What follows belongs to an exercise in optimizing a design on an open flow for a short achievable clock period and few clock cycles; a production flow would make more cautious choices. Only simulation tests tie the RTL to the original design; equivalence was not proved. Power is estimated from default activity; no workload was simulated.

[flow/run.sh]
#!/bin/bash
# synth_recipe.tcl (not shown) runs the flow's synth.tcl, then flattens the netlist and writes it again
# the make line also repeats each setting of config.mk as NAME=value (left out here)
make -C /OpenROAD-flow-scripts/flow DESIGN_CONFIG=/design/flow/config.mk WORK_HOME=/design/flow/orfs CLKGATE_MAP_FILE= SYNTH_SCRIPT=/design/flow/synth_recipe.tcl finish
[flow/config.mk]
export PLATFORM = sky130hd
export DESIGN_NAME = cpu_top
export DESIGN_NICKNAME = cpu_top
export VERILOG_FILES = /design/flow/design.v
export SDC_FILE = /design/flow/constraint.sdc
export NUM_CORES = 4
export LEC_CHECK = 0
export ABC_CLOCK_PERIOD_IN_PS = 2500
export CAP_MARGIN = 20
export CORE_MARGIN = 2
export CORE_UTILIZATION = 40
export SETUP_SLACK_MARGIN = 3.0
export SLEW_MARGIN = 20
[flow/constraint.sdc]
create_clock -name core_clock -period 5.5 [get_ports {clk}]
set_input_delay 1.1000 -clock core_clock [delete_from_list [all_inputs] [get_ports {clk}]]
set_output_delay 1.1000 -clock core_clock [all_outputs]
set_load 0.01 [all_outputs]
[flow/design.v]
package cpu_pkg;
    localparam int DATA_W    = 32;
    localparam int ADDR_W    = 12;
    localparam int REG_COUNT = 16;
    localparam int FLAG_W    = 5;
    typedef enum logic [3:0] {
        NOP = 4'd0,
        LD  = 4'd1,
        STR = 4'd2,
        BRA = 4'd3,
        XOR = 4'd4,
        ADD = 4'd5,
        ROT = 4'd6,
        SHF = 4'd7,
        HLT = 4'd8,
        CMP = 4'd9
    } opcode_t;
    typedef enum logic [2:0] {
        COND_ALWAYS   = 3'd0,
        COND_PARITY   = 3'd1,
        COND_EVEN     = 3'd2,
        COND_CARRY    = 3'd3,
        COND_NEG      = 3'd4,
        COND_ZERO     = 3'd5,
        COND_NO_CARRY = 3'd6,
        COND_NOT_ZERO = 3'd7
    } cond_t;
    typedef enum logic [2:0] {
        FETCH      = 3'd0,
        DECODE     = 3'd1,
        EXECUTE    = 3'd2,
        MEM_ACCESS = 3'd3,
        WRITEBACK  = 3'd4,
        HALTED     = 3'd5
    } state_t;
    localparam int OPC_HI        = 31;
    localparam int OPC_LO        = 28;
    localparam int COND_HI       = 27;
    localparam int COND_LO       = 25;
    localparam int IMM_FLAG_BIT  = 24;
    localparam int DST_HI        = 23;
    localparam int DST_LO        = 20;
    localparam int SRC_HI        = 19;
    localparam int SRC_LO        = 16;
    localparam int ADR_HI        = 11;
    localparam int ADR_LO        = 0;
    localparam int SHIFT_DIR_BIT = 5;
    localparam int SHIFT_AMT_HI  = 4;
    localparam int SHIFT_AMT_LO  = 0;
    localparam int FLAG_Z        = 4;
    localparam int FLAG_N        = 3;
    localparam int FLAG_E        = 2;
    localparam int FLAG_P        = 1;
    localparam int FLAG_C        = 0;
endpackage
`timescale 1ns/1ps
module cpu_control (
    input  logic                          clk,
    input  logic                          reset,
    output logic                          mem_valid,
    output logic                          mem_write,
    output logic [cpu_pkg::ADDR_W-1:0]    mem_address,
    output logic [cpu_pkg::DATA_W-1:0]    mem_wdata,
    input  logic                          mem_ready,
    input  logic [cpu_pkg::DATA_W-1:0]    mem_rdata,
    output logic                          halted
);
    localparam int DW = cpu_pkg::DATA_W;
    localparam int AW = cpu_pkg::ADDR_W;
    logic            port_data;      
    logic            squash;         
    logic [AW-1:0]   redir_pc;       
    logic [AW-1:0]   ret_pc;         
    logic [3:0]      ld_dst;
    logic [DW-1:0]   wd_reg;
    logic            wd_fwd;
    assign mem_wdata = wd_fwd ? wb_data : wd_reg;
    localparam int CI = 4;
    localparam int CN = 1 << CI;
    logic [DW-1:0]      c_word  [CN];
    logic [AW-CI-1:0]   c_tag   [CN];
    logic [CN-1:0]      c_valid;
    logic [DW-1:0]      cw;          
    logic               use_c;       
    logic            e_wr;           
    logic            e_add, e_xor, e_cmp, e_rot, e_sh;
    logic [3:0]      e_dst;
    logic [DW-1:0]   e_a;
    logic [DW-1:0]   e_b;
    logic [3:0]      e_sel0, e_sel1;   
    logic [1:0]      e_sel2;
    logic            e_chk;          
    cpu_pkg::cond_t  e_cond;
    logic            e_pred;
    logic [AW-1:0]   e_alt;          
    logic [DW-1:0]   fres;
    logic            fcar;
    logic [DW-1:0]   alu_result, shift_result, ex_result, alu_sum, alu_xor;
    logic            alu_carry, shift_carry, ex_carry;
    logic            e_met, mispredict;
    arith_logic_unit u_alu (
        .sel_add    (e_add),
        .sel_xor    (e_xor),
        .sel_cmp    (e_cmp),
        .dst        (e_a),
        .src        (e_b),
        .alu_result (alu_result),
        .alu_carry  (alu_carry),
        .alu_sum    (alu_sum),
        .alu_xor    (alu_xor)
    );
    shift_rotate_unit u_shifter (
        .rot          (e_rot),
        .dst          (e_a),
        .src          (e_b[5:0]),
        .sel0         (e_sel0),
        .sel1         (e_sel1),
        .sel2         (e_sel2),
        .shift_result (shift_result),
        .shift_carry  (shift_carry)
    );
    assign ex_result = e_sh ? shift_result : alu_result;
    assign ex_carry  = e_sh ? shift_carry  : alu_carry;
    result_merge u_econd (
        .cond     (e_cond),
        .res      (fres),
        .carry    (fcar),
        .cond_met (e_met)
    );
    assign mispredict = e_chk && (e_met != e_pred);
    logic            hs, fetch_ok;
    cpu_pkg::opcode_t op;
    cpu_pkg::cond_t  f_cond;
    logic            f_imm;
    logic [3:0]      f_d, f_s;
    logic [AW-1:0]   f_a, fa_next;
    logic            is_ld, is_str, is_bra, is_hlt, is_alu;
    logic            f_met, bra_known, bra_pred;
    logic [DW-1:0]   rf_a, rf_b, op_a, op_b;
    logic [DW-1:0]   f_ir;
    logic [AW-1:0]   f_pc;
    logic            c_hit;
    assign hs       = mem_valid && mem_ready;
    assign fetch_ok = hs && (use_c || (!port_data && !squash && !mispredict));
    assign f_ir = use_c ? cw : mem_rdata;
    assign f_pc = use_c ? ret_pc : mem_address;
    assign op     = cpu_pkg::opcode_t'(f_ir[cpu_pkg::OPC_HI:cpu_pkg::OPC_LO]);
    assign f_cond = cpu_pkg::cond_t'(f_ir[cpu_pkg::COND_HI:cpu_pkg::COND_LO]);
    assign f_imm  = f_ir[cpu_pkg::IMM_FLAG_BIT];
    assign f_d    = f_ir[cpu_pkg::DST_HI:cpu_pkg::DST_LO];
    assign f_s    = f_ir[cpu_pkg::SRC_HI:cpu_pkg::SRC_LO];
    assign f_a    = f_ir[cpu_pkg::ADR_HI:cpu_pkg::ADR_LO];
    assign is_ld  = (op == cpu_pkg::LD);
    assign is_str = (op == cpu_pkg::STR);
    assign is_bra = (op == cpu_pkg::BRA);
    assign is_hlt = (op == cpu_pkg::HLT);
    assign is_alu = (op == cpu_pkg::XOR) || (op == cpu_pkg::ADD) || (op == cpu_pkg::ROT)
                 || (op == cpu_pkg::SHF) || (op == cpu_pkg::CMP);
    logic [AW-1:0] ma_p1, rp_p1;
    logic          hit_m, hit_r, back_m, back_r;
    logic [DW-1:0] cw_m, cw_r;
    assign ma_p1   = mem_address + 1'b1;
    assign rp_p1   = ret_pc + 1'b1;
    assign fa_next = use_c ? rp_p1 : ma_p1;
    assign hit_m   = c_valid[ma_p1[CI-1:0]] && (c_tag[ma_p1[CI-1:0]] == ma_p1[AW-1:CI]);
    assign hit_r   = c_valid[rp_p1[CI-1:0]] && (c_tag[rp_p1[CI-1:0]] == rp_p1[AW-1:CI]);
    assign c_hit   = use_c ? hit_r : hit_m;
    assign cw_m    = c_word[ma_p1[CI-1:0]];
    assign cw_r    = c_word[rp_p1[CI-1:0]];
    assign back_m  = mem_rdata[cpu_pkg::ADR_HI:cpu_pkg::ADR_LO] <= mem_address;
    assign back_r  = cw[cpu_pkg::ADR_HI:cpu_pkg::ADR_LO] <= ret_pc;
    result_merge u_fcond (
        .cond     (f_cond),
        .res      (fres),
        .carry    (fcar),
        .cond_met (f_met)
    );
    logic met0;
    assign met0 = (f_cond == cpu_pkg::COND_ALWAYS) || (f_cond == cpu_pkg::COND_NO_CARRY)
               || (f_cond == cpu_pkg::COND_NOT_ZERO);
    logic ez, en, ee, ep;
    logic k_z, k_e, k_p, k_nc;
    logic add_z;
    logic e_met_early, e_known_early;
    assign add_z = ~|((e_a ^ e_b) ^ {e_a[DW-2:0] | e_b[DW-2:0], 1'b0});
    assign ez = e_add ? add_z : e_xor ? (e_a == e_b) : e_cmp ? (&e_b) : ~|e_a;
    assign ee = e_cmp ? e_b[0] : ~(e_a[0] ^ e_b[0]);
    assign ep = ((e_xor || e_rot) & ^e_a) ^ ((e_xor || e_cmp) & ^e_b);
    assign en = e_cmp ? ~e_b[DW-1] : (e_a[DW-1] ^ e_b[DW-1]);
    assign k_z  = e_add || e_xor || e_cmp || e_rot;
    assign k_e  = e_add || e_xor || e_cmp;
    assign k_p  = e_xor || e_cmp || e_rot;
    assign k_nc = e_xor || e_cmp;
    always_comb begin
        case (f_cond)
            cpu_pkg::COND_ALWAYS:   begin e_known_early = 1'b1; e_met_early = 1'b1; end
            cpu_pkg::COND_PARITY:   begin e_known_early = k_p;  e_met_early = ep;   end
            cpu_pkg::COND_EVEN:     begin e_known_early = k_e;  e_met_early = ee;   end
            cpu_pkg::COND_CARRY:    begin e_known_early = k_nc; e_met_early = 1'b0; end
            cpu_pkg::COND_NEG:      begin e_known_early = k_nc; e_met_early = en;   end
            cpu_pkg::COND_ZERO:     begin e_known_early = k_z;  e_met_early = ez;   end
            cpu_pkg::COND_NO_CARRY: begin e_known_early = k_nc; e_met_early = 1'b1; end
            default:                begin e_known_early = k_z;  e_met_early = ~ez;  end
        endcase
    end
    assign bra_known = (f_cond == cpu_pkg::COND_ALWAYS)
                    || (use_c ? mem_write : (!e_wr || e_known_early));
    assign bra_pred  = !bra_known ? (use_c ? back_r : back_m)
                     : (use_c && mem_write) ? met0
                     : e_wr ? e_met_early : f_met;
    logic [DW-1:0] rf_ma, rf_mb, rf_ca, rf_cb;
    logic [3:0] rf_wr_addr;
    logic       rf_wr_en;
    logic [DW-1:0] rf_wr_data;
    register_file u_regs (
        .clk       (clk),
        .reset     (reset),
        .rd_addr_a (mem_rdata[cpu_pkg::DST_HI:cpu_pkg::DST_LO]),
        .rd_addr_b (mem_rdata[cpu_pkg::SRC_HI:cpu_pkg::SRC_LO]),
        .rd_addr_c (cw[cpu_pkg::DST_HI:cpu_pkg::DST_LO]),
        .rd_addr_d (cw[cpu_pkg::SRC_HI:cpu_pkg::SRC_LO]),
        .wr_en     (rf_wr_en),
        .wr_addr   (rf_wr_addr),
        .wr_data   (rf_wr_data),
        .rd_data_a (rf_ma),
        .rd_data_b (rf_mb),
        .rd_data_c (rf_ca),
        .rd_data_d (rf_cb)
    );
    logic            wb_en;
    logic [3:0]      wb_dst;
    logic [DW-1:0]   wb_data;
    assign rf_a = use_c ? rf_ca : rf_ma;
    assign rf_b = use_c ? rf_cb : rf_mb;
    assign rf_wr_en   = wb_en;
    assign rf_wr_addr = wb_dst;
    assign rf_wr_data = wb_data;
    logic ld_now;
    logic [DW-1:0] rl_a, rl_b;
    assign ld_now = port_data && !mem_write;
    assign rl_a = (ld_now && ld_dst == f_d) ? mem_rdata
                : (wb_en && wb_dst == f_d) ? wb_data : rf_a;
    assign rl_b = (ld_now && ld_dst == f_s) ? mem_rdata
                : (wb_en && wb_dst == f_s) ? wb_data : rf_b;
    logic fa_e, fb_e, fb_r;
    assign fa_e = e_wr && (e_dst == f_d);
    assign fb_e = e_wr && (e_dst == f_s) && !f_imm;
    assign fb_r = !f_imm && !fb_e;
    assign op_a = ({DW{fa_e && e_add}} & alu_sum)
                | ({DW{fa_e && e_xor}} & alu_xor)
                | ({DW{fa_e && e_cmp}} & ~e_b)
                | ({DW{fa_e && e_sh}}  & shift_result)
                | ({DW{!fa_e}}         & rl_a);
    assign op_b = ({DW{fb_e && e_add}} & alu_sum)
                | ({DW{fb_e && e_xor}} & alu_xor)
                | ({DW{fb_e && e_cmp}} & ~e_b)
                | ({DW{fb_e && e_sh}}  & shift_result)
                | ({DW{fb_r}}          & rl_b)
                | ({DW{f_imm}}         & {{(DW - AW){1'b0}}, f_a});
    always_ff @(posedge clk) begin
        if (reset) begin
            mem_valid   <= 1'b1;
            mem_write   <= 1'b0;
            mem_address <= '0;
            port_data   <= 1'b0;
            use_c       <= 1'b0;
            c_valid     <= '0;
            squash      <= 1'b0;
            halted      <= 1'b0;
            e_wr        <= 1'b0;
            e_chk       <= 1'b0;
            wb_en       <= 1'b0;
            fres        <= 32'h3;    
            fcar        <= 1'b0;
        end else begin
            e_wr  <= fetch_ok && is_alu;
            wb_en <= e_wr || (hs && ld_now);
            if (hs && !port_data) begin
                c_valid[mem_address[CI-1:0]] <= 1'b1;
            end else if (hs && mem_write
                         && c_tag[mem_address[CI-1:0]] == mem_address[AW-1:CI]) begin
                c_valid[mem_address[CI-1:0]] <= 1'b0;
            end
            e_chk <= fetch_ok && is_bra && !bra_known && (f_a != fa_next);
            if (e_wr) begin
                fres <= ex_result;
                fcar <= ex_carry;
            end
            if (hs) begin
                use_c <= 1'b0;
                if (port_data) begin
                    fres        <= mem_write ? 32'h3 : mem_rdata;
                    fcar        <= 1'b0;
                end
                if (port_data && !use_c) begin
                    port_data   <= 1'b0;
                    mem_write   <= 1'b0;
                    mem_address <= ret_pc;
                end else if (!use_c && (squash || mispredict)) begin
                    squash      <= 1'b0;
                    mem_address <= squash ? redir_pc : e_alt;
                end else if (is_ld || is_str) begin
                    port_data   <= 1'b1;
                    mem_write   <= is_str;
                    mem_address <= f_a;
                    use_c       <= c_hit;
                end else if (is_hlt) begin
                    port_data   <= 1'b0;
                    mem_write   <= 1'b0;
                    mem_valid   <= 1'b0;
                    halted      <= 1'b1;
                end else if (is_bra && bra_pred) begin
                    port_data   <= 1'b0;
                    mem_write   <= 1'b0;
                    mem_address <= f_a;
                end else begin
                    port_data   <= 1'b0;
                    mem_write   <= 1'b0;
                    mem_address <= fa_next;
                end
            end else if (mispredict) begin
                squash   <= 1'b1;
                redir_pc <= e_alt;
            end
        end
    end
    always_ff @(posedge clk) begin
        if (fetch_ok && (is_ld || is_str)) begin
            ret_pc    <= fa_next;
            ld_dst    <= f_d;
        end
        if (fetch_ok && (is_ld || is_str)) begin
            wd_reg <= rl_a;
            wd_fwd <= fa_e;
        end else if (wd_fwd) begin
            wd_reg <= wb_data;
            wd_fwd <= 1'b0;
        end
        if (hs && !port_data) begin
            c_word[mem_address[CI-1:0]] <= mem_rdata;
            c_tag[mem_address[CI-1:0]]  <= mem_address[AW-1:CI];
        end
        if (fetch_ok) cw <= use_c ? cw_r : cw_m;
        wb_dst  <= e_wr ? e_dst : ld_dst;
        wb_data <= e_wr ? ex_result : mem_rdata;
        e_add  <= (op == cpu_pkg::ADD);
        e_xor  <= (op == cpu_pkg::XOR);
        e_cmp  <= (op == cpu_pkg::CMP);
        e_rot  <= (op == cpu_pkg::ROT);
        e_sh   <= (op == cpu_pkg::ROT) || (op == cpu_pkg::SHF);
        e_dst  <= f_d;
        e_a    <= op_a;
        e_b    <= op_b;
        for (int k = 0; k < 4; k++) begin
            e_sel0[k] <= (op_b[1:0] == k[1:0]);
            e_sel1[k] <= (op_b[3:2] == k[1:0]);
        end
        e_sel2 <= {op_b[4], !op_b[4]};
        e_cond <= f_cond;
        e_pred <= bra_pred;
        e_alt  <= bra_pred ? fa_next : f_a;
    end
endmodule
`timescale 1ns/1ps
module register_file (
    input  logic                          clk,
    input  logic                          reset,
    input  logic [3:0]                    rd_addr_a,
    input  logic [3:0]                    rd_addr_b,
    input  logic [3:0]                    rd_addr_c,
    input  logic [3:0]                    rd_addr_d,
    input  logic                          wr_en,
    input  logic [3:0]                    wr_addr,
    input  logic [cpu_pkg::DATA_W-1:0]    wr_data,
    output logic [cpu_pkg::DATA_W-1:0]    rd_data_a,
    output logic [cpu_pkg::DATA_W-1:0]    rd_data_b,
    output logic [cpu_pkg::DATA_W-1:0]    rd_data_c,
    output logic [cpu_pkg::DATA_W-1:0]    rd_data_d
);
    logic [cpu_pkg::DATA_W-1:0] regs [cpu_pkg::REG_COUNT];
    always_ff @(posedge clk) begin
        if (reset) begin
            for (int i = 0; i < cpu_pkg::REG_COUNT; i++) begin
                regs[i] <= '0;
            end
        end else if (wr_en) begin
            regs[wr_addr] <= wr_data;
        end
    end
    assign rd_data_a = regs[rd_addr_a];
    assign rd_data_b = regs[rd_addr_b];
    assign rd_data_c = regs[rd_addr_c];
    assign rd_data_d = regs[rd_addr_d];
endmodule
`timescale 1ns/1ps
module arith_logic_unit (
    input  logic                          sel_add,
    input  logic                          sel_xor,
    input  logic                          sel_cmp,
    input  logic [cpu_pkg::DATA_W-1:0]    dst,
    input  logic [cpu_pkg::DATA_W-1:0]    src,
    output logic [cpu_pkg::DATA_W-1:0]    alu_result,
    output logic                          alu_carry,
    output logic [cpu_pkg::DATA_W-1:0]    alu_sum,
    output logic [cpu_pkg::DATA_W-1:0]    alu_xor
);
    localparam int W = cpu_pkg::DATA_W;
    localparam int L = 5;    
    logic [W-1:0] g [L+1];
    logic [W-1:0] t [L+1];
    logic [W-1:0] x;
    logic [W-1:0] sum;
    assign x    = dst ^ src;
    assign g[0] = dst & src;
    assign t[0] = dst | src;
    for (genvar l = 0; l < L; l++) begin : g_lvl
        localparam int D = 1 << l;
        for (genvar i = 0; i < W; i++) begin : g_bit
            if (i >= D) begin : g_comb
                assign g[l+1][i] = g[l][i] | (t[l][i] & g[l][i-D]);
                assign t[l+1][i] = t[l][i] & t[l][i-D];
            end else begin : g_pass
                assign g[l+1][i] = g[l][i];
                assign t[l+1][i] = t[l][i];
            end
        end
    end
    assign sum = x ^ {g[L][W-2:0], 1'b0};
    assign alu_result = ({W{sel_add}} & sum)
                      | ({W{sel_xor}} & x)
                      | ({W{sel_cmp}} & ~src);
    assign alu_carry  = sel_add & g[L][W-1];
    assign alu_sum    = sum;
    assign alu_xor    = x;
endmodule
`timescale 1ns/1ps
module shift_rotate_unit (
    input  logic                          rot,
    input  logic [cpu_pkg::DATA_W-1:0]    dst,
    input  logic [5:0]                    src,
    input  logic [3:0]                    sel0,    
    input  logic [3:0]                    sel1,    
    input  logic [1:0]                    sel2,    
    output logic [cpu_pkg::DATA_W-1:0]    shift_result,
    output logic                          shift_carry
);
    localparam int W = cpu_pkg::DATA_W;
    logic [4:0]       amount;
    logic             right;
    logic [W-1:0]     r0, r1, r2, l0, l1, l2;
    logic [W-1:0]     keep_r, keep_l;
    assign amount = src[cpu_pkg::SHIFT_AMT_HI:cpu_pkg::SHIFT_AMT_LO];
    assign right  = src[cpu_pkg::SHIFT_DIR_BIT];
    for (genvar i = 0; i < W; i++) begin : g_bit
        assign r0[i] = (sel0[0] & dst[i])            | (sel0[1] & dst[(i + 1) % W])
                     | (sel0[2] & dst[(i + 2) % W])  | (sel0[3] & dst[(i + 3) % W]);
        assign r1[i] = (sel1[0] & r0[i])             | (sel1[1] & r0[(i + 4) % W])
                     | (sel1[2] & r0[(i + 8) % W])   | (sel1[3] & r0[(i + 12) % W]);
        assign r2[i] = (sel2[0] & r1[i])             | (sel2[1] & r1[(i + 16) % W]);
        assign l0[i] = (sel0[0] & dst[i])            | (sel0[1] & dst[(i + W - 1) % W])
                     | (sel0[2] & dst[(i + W - 2) % W]) | (sel0[3] & dst[(i + W - 3) % W]);
        assign l1[i] = (sel1[0] & l0[i])             | (sel1[1] & l0[(i + W - 4) % W])
                     | (sel1[2] & l0[(i + W - 8) % W])  | (sel1[3] & l0[(i + W - 12) % W]);
        assign l2[i] = (sel2[0] & l1[i])             | (sel2[1] & l1[(i + 16) % W]);
        assign keep_r[i] = rot || (i + amount < W);
        assign keep_l[i] = rot || (i >= amount);
        assign shift_result[i] = (right & keep_r[i] & r2[i]) | (!right & keep_l[i] & l2[i]);
    end
    assign shift_carry = (amount != 5'd0) && (right ? r2[W-1] : l2[0]);
endmodule
`timescale 1ns/1ps
module result_merge (
    input  cpu_pkg::cond_t                cond,
    input  logic [cpu_pkg::DATA_W-1:0]    res,
    input  logic                          carry,
    output logic                          cond_met
);
    logic z, n, e, p;
    assign z = ~|res;
    assign n = res[cpu_pkg::DATA_W-1];
    assign e = ~res[0];
    assign p = ^res;
    always_comb begin
        case (cond)
            cpu_pkg::COND_ALWAYS:   cond_met = 1'b1;
            cpu_pkg::COND_PARITY:   cond_met = p;
            cpu_pkg::COND_EVEN:     cond_met = e;
            cpu_pkg::COND_CARRY:    cond_met = carry;
            cpu_pkg::COND_NEG:      cond_met = n;
            cpu_pkg::COND_ZERO:     cond_met = z;
            cpu_pkg::COND_NO_CARRY: cond_met = ~carry;
            default:                cond_met = ~z;
        endcase
    end
endmodule
`timescale 1ns/1ps
module cpu_top (
    input  logic                          clk,
    input  logic                          reset,
    output logic                          mem_valid,
    output logic                          mem_write,
    output logic [cpu_pkg::ADDR_W-1:0]    mem_address,
    output logic [cpu_pkg::DATA_W-1:0]    mem_wdata,
    input  logic                          mem_ready,
    input  logic [cpu_pkg::DATA_W-1:0]    mem_rdata,
    output logic                          halted
);
    cpu_control u_control (
        .clk         (clk),
        .reset       (reset),
        .mem_valid   (mem_valid),
        .mem_write   (mem_write),
        .mem_address (mem_address),
        .mem_wdata   (mem_wdata),
        .mem_ready   (mem_ready),
        .mem_rdata   (mem_rdata),
        .halted      (halted)
    );
endmodule
==> run summary <==
The flow ran to the end and the layout has no timing, DRC or antenna violations. On the worst path, the slowest cell contributes a delay of 450 ps. Clock skew on the completed layout was measured at 43.4 ps. The detailed-routed wire length on met3 came out at 38,700 µm. The wire length of the first global-routing pass came out at 485,000 µm. The count of buffering cells on the critical path with inverters included is 2. The top cell type's share of synthesized area came out at 40.0%. The endpoint type of the worst setup path is a flop. At the later pin of the worst-skew pair, clock insertion delay measures 840 ps. The number of cells traversed by the worst hold path is 0.

The gate count of the mapped netlist came out at 6,186. The critical path goes through buf_6 > ha_4 > o21bai_1 > a221o_2 > a311o_2 > buf_6 > o211ai_1 > o211ai_1 > a2111oi_2 > or2_4 > a21oi_4 > o31ai_4 > o21ai_1. The synthesis-to-finish area growth is 26.6%. The number of cells on the worst reg-to-reg path came out at 13.

In the routed design, unresolved DRC markers number 0. Setup violations remaining at the end of the flow were counted as 0. The register with the highest flop count is u_control.u_regs.regs. For this configuration, the core starts out at a cell density of 40.1%. Setup repair after global routing could not meet its margin everywhere.

The number of global-route vias before repair came out at 62,696. The clock tree from TritonCTS is built. For the pin with the worst max-slew slack, the measured transition is 1140 ps. The routed layout has 65,057 vias. The cell depth of the worst setup path came out at 13.

The H-tree generated during clock tree synthesis spans 4 levels. The final wirelength is 350,000 µm. The number of hold-slack violations in the final timing report came out at 0. Of the total power, the clock network draws 31.9%. Based on the critical path, the design can be clocked at up to 281 MHz.

The number of antenna violations at the first check in global routing came to 21. For this run, the leading register cell type out of synthesis is edfxtp_1. The worst path needs 3560 ps of the cycle, external delays included.

The count of distinct cell types in the synthesized netlist is 94. For this design the total switching power over the nets is 10,600 µW. The relative contribution of sequential cells to total power is 37.2%. The root buffer cell chosen for the clock tree is clkbuf_16.

Counting along the longest clock path gives a buffer depth of 3. The number of synthesized flops with an enable pin is 1,144. In this run, the combinational gates consume 30.9% of the power. The met2 wire length is 162,000 µm. The signal arrival time at the worst endpoint is 4230 ps.

In this run the count of I/O pins placed on the die edge is 82. The highest layer touched by signal routing is met5. The final count of pins violating max slew is 0.

The placeable core area is 214,000 µm². The tightest slew margin relative to the limit came out at 23.8%. Max-cap violations in this run came to 0.

The hold slack came out at 431 ps. The routability congestion estimate from global placement is 0.954. The count of TritonRoute iterations in the first routing pass is 7. The areal power density over the cells is 311 nW/µm². The maximum fanout encountered on the critical timing path came out at 4.

The worst path required time came out at 6170 ps. The die area came out at 218,000 µm². Entering global routing, the biggest net connects 74 pins.

Buffers placed on the I/O ports in this run total 81. Of the cells placed in the final design, the portion with a size suffix greater than 1 is 43.1%. Adding up every negative setup slack in the final design gives 0 ps.

The final layout contains 6,840 nets. The met1 layer wirelength in the final routing came out at 126,000 µm. The register bit count reported by yosys is 1,393.

The leakage power figure came out at 0.0380 µW. The number of clock buffers added by TritonCTS is 157. Grouping stages by cell kind, the critical path spends the most delay in compound AO/OA/AOI/OAI gates. The synthesized net count came out at 6,369. The detailed-placement wirelength estimate came out at 203,000 µm. The flip-flop count of the largest register, all copies and words added is 512.

The maximum vdd ir drop came out at 0.000254 V. The total global-route track usage came out at 31.4%. The combined area of all synthesized cells came out at 85,900 µm². The count of warnings emitted by yosys is 6. After synthesis, the share of flip-flops with an asynchronous set or reset is 0%. The path type of the worst min-delay path is reg2reg. The worst setup path category is reg2reg.

The synthesized area per cell came out at 13.9 µm². The residual antenna-violating net count after detailed routing came out at 0. The clock-pin slew reported for the worst setup and hold paths after clock tree synthesis is 70 ps.

The final critical path takes up 64.8% of the cycle. The share of total power consumed by net switching is 31.3%. The number of DRC violations after detailed-routing iteration 0 is 10,044. The standard-cell row count is 170. The synthesized design spends more area on one cell type than any other, namely edfxtp_1. STA classifies the critical path startpoint as a flop. Of the synthesized area, sequential elements account for 45.8%. The internal power summed over all cells came out at 23,200 µW. Ranked by total cell area, the synthesized netlist is headed by edfxtp_1, mux4_2, dfxtp_1. Dividing the detail-routed via count by the number of cells gives 6.75. From left edge to right edge, the die measures 467 µm.

The floorplan die height is 467 µm. On the critical path, the stage with the largest delay is an instance of a2111oi_2. After global routing the overflow that remains totals 0. The count of clock tree sinks came out at 1,393. The average wire per cell in the routed design is 36.4 µm.
-- metrics by stage --
stage / setup slack (ps) / power (µW) / util, % / cells / instance area, µm²
after floorplan: 2050 / 17800 / - / 6186 / 87700
after global placement: 624 / 20500 / 42.6 / 8786 / 91200
after detailed placement: 529 / 20500 / 42.7 / 8789 / 91300
after CTS: 1970 / 33100 / 49.6 / 9524 / 106000
after global routing: 1880 / 34600 / 50.8 / 9625 / 109000
final: 1940 / 33800 / 50.8 / 9632 / 109000
-- metal layers --
metal  track usage, %  vias to the layer above
li1                 -                    25743
met1             40.1                    33596
met2             48.7                     4670
met3             7.22                     1040
met4             18.8                        8
met5                0                        -
-- placed cells by master (no fill, tap or decap), types with 25 or more instances in the layout --
master and instances:
a21oi_1 134, a21oi_2 50, a22oi_1 175, a31oi_1 25, and2_1 525, buf_12 144, buf_16 84, buf_4 358
buf_6 153, buf_8 28, clkbuf_1 33, clkbuf_16 177, clkinv_1 32, dfxtp_1 110, dfxtp_2 52, dfxtp_4 87
edfxtp_1 1144, ha_1 87, ha_4 50, inv_1 164, mux2_2 32, mux2_4 101, mux2i_1 73, mux2i_4 35
mux4_2 1046, nand2_1 377, nand3_1 36, nand4_1 89, nor2_1 206, nor2_4 38, nor3_1 29, o211ai_1 76
o21ai_0 86, o21ai_1 80, o21ai_2 26, xnor2_1 85, xnor2_2 34, xor2_1 38
-- final timing paths --
path                                            startpoint                         endpoint  slack, ps
worst max-delay path              u_control.e_b[3]$_DFF_P_    u_control.wb_data[31]$_DFF_P_       1940
worst min-delay path            u_control.e_alt[1]$_DFF_P_  u_control.redir_pc[1]$_DFFE_PP_        430
worst max register to register    u_control.e_b[3]$_DFF_P_    u_control.wb_data[31]$_DFF_P_       1940
worst min register to register  u_control.e_alt[1]$_DFF_P_  u_control.redir_pc[1]$_DFFE_PP_        430
-- synthesized netlist by cell type, drive strengths merged (7+ instances only) --
cell    number
edfxtp    1144
mux4      1048
and2       534
nand2      400
clkbuf     375
nor2       254
dfxtp      249
o21ai      212
inv        200
a21oi      195
a22oi      185
buf        155
ha         147
mux2i      132
mux2       130
xnor2      124
nand4       89
o211ai      76
nor3        47
nand3       45
xor2        45
a211oi      36
a31oi       30
nor2b       26
nor4        24
nand2b      20
a21o        19
o21a        19
a22o        18
o32ai       17
o31ai       15
or2         15
a32oi       11
and3        10
a211o        8
or3          8
a311oi       7
nand3b       7
o211a        7
-- cell families after synthesis --
kind of cell    Yosys count  share of synthesized area [%]
compound gates          933                           7.26
buf+inv                 735                           3.36
simple gates           1498                           8.97
mux                    1310                           30.7
xor+xnor                169                           1.72
fa+ha+maj               148                           2.16
flops                  1393                           45.8
-- power groups by stage --
| stage | clock [µW] | combinational [µW] | sequential (µW) |
|---|---|---|---|
| 4_1_cts | 10800 | 9720 | 12500 |
| 2_1_floorplan | 0 | 5460 | 12400 |
| 5_1_grt | 11300 | 10800 | 12600 |
| 6_report | 10800 | 10400 | 12600 |
| 3_5_place_dp | 0 | 7510 | 13000 |
| 3_3_place_gp | 0 | 7510 | 13000 |
-- timing repair --
action	CTS	global route
pin swaps	155	93
gates resized for setup	1128	359
setup buffers	371	83
gates cloned	78	15
setup endpoints to repair	1930	1065
hold buffers	0	0
-- final cells by class --
type / instances / area [µm²]
repair buffers: 831 / 11300
clock inverters: 85 / 907
flip-flops and latches: 1393 / 39700
inverters: 205 / 853
diodes: 10 / 25.0
fillers: 17524 / 105000
well taps: 2838 / 3550
clock buffers: 201 / 4270
multi-input cells: 4069 / 48200
Testbench counts, summed over its fixed seeds: cycles 26,210.

## static timing again, ports no longer ideal
No port has a modelled driver above. Below, the same layout with a new extraction and two added sets of constraints. Step 1 (the two cells are an assumption about what drives the block):
set clk [get_ports {clk}]
set_driving_cell -lib_cell sky130_fd_sc_hd__clkbuf_16 $clk
set_driving_cell -lib_cell sky130_fd_sc_hd__buf_2 [delete_from_list [all_inputs] $clk]
Step 2 also shifts input and output timing later by t, the mid clock arrival at the registers, as if the neighbouring blocks saw the same clock. a / b / c = ideal / step 1 / step 2; a / b = the first two.
t (ns): 0.909
setup slack, ns: 1.935 / 1.935 / 1.208
worst setup path at the end: input to register
slew at the worst register clock pin (ns): 0.07 / 0.07
worst slew at a driven data input, ns: 0.30
After both steps setup and hold are still met in this run. For this run, drivers alone change the setup slack by 0.000 ns; drivers and shift together by -0.727 ns.
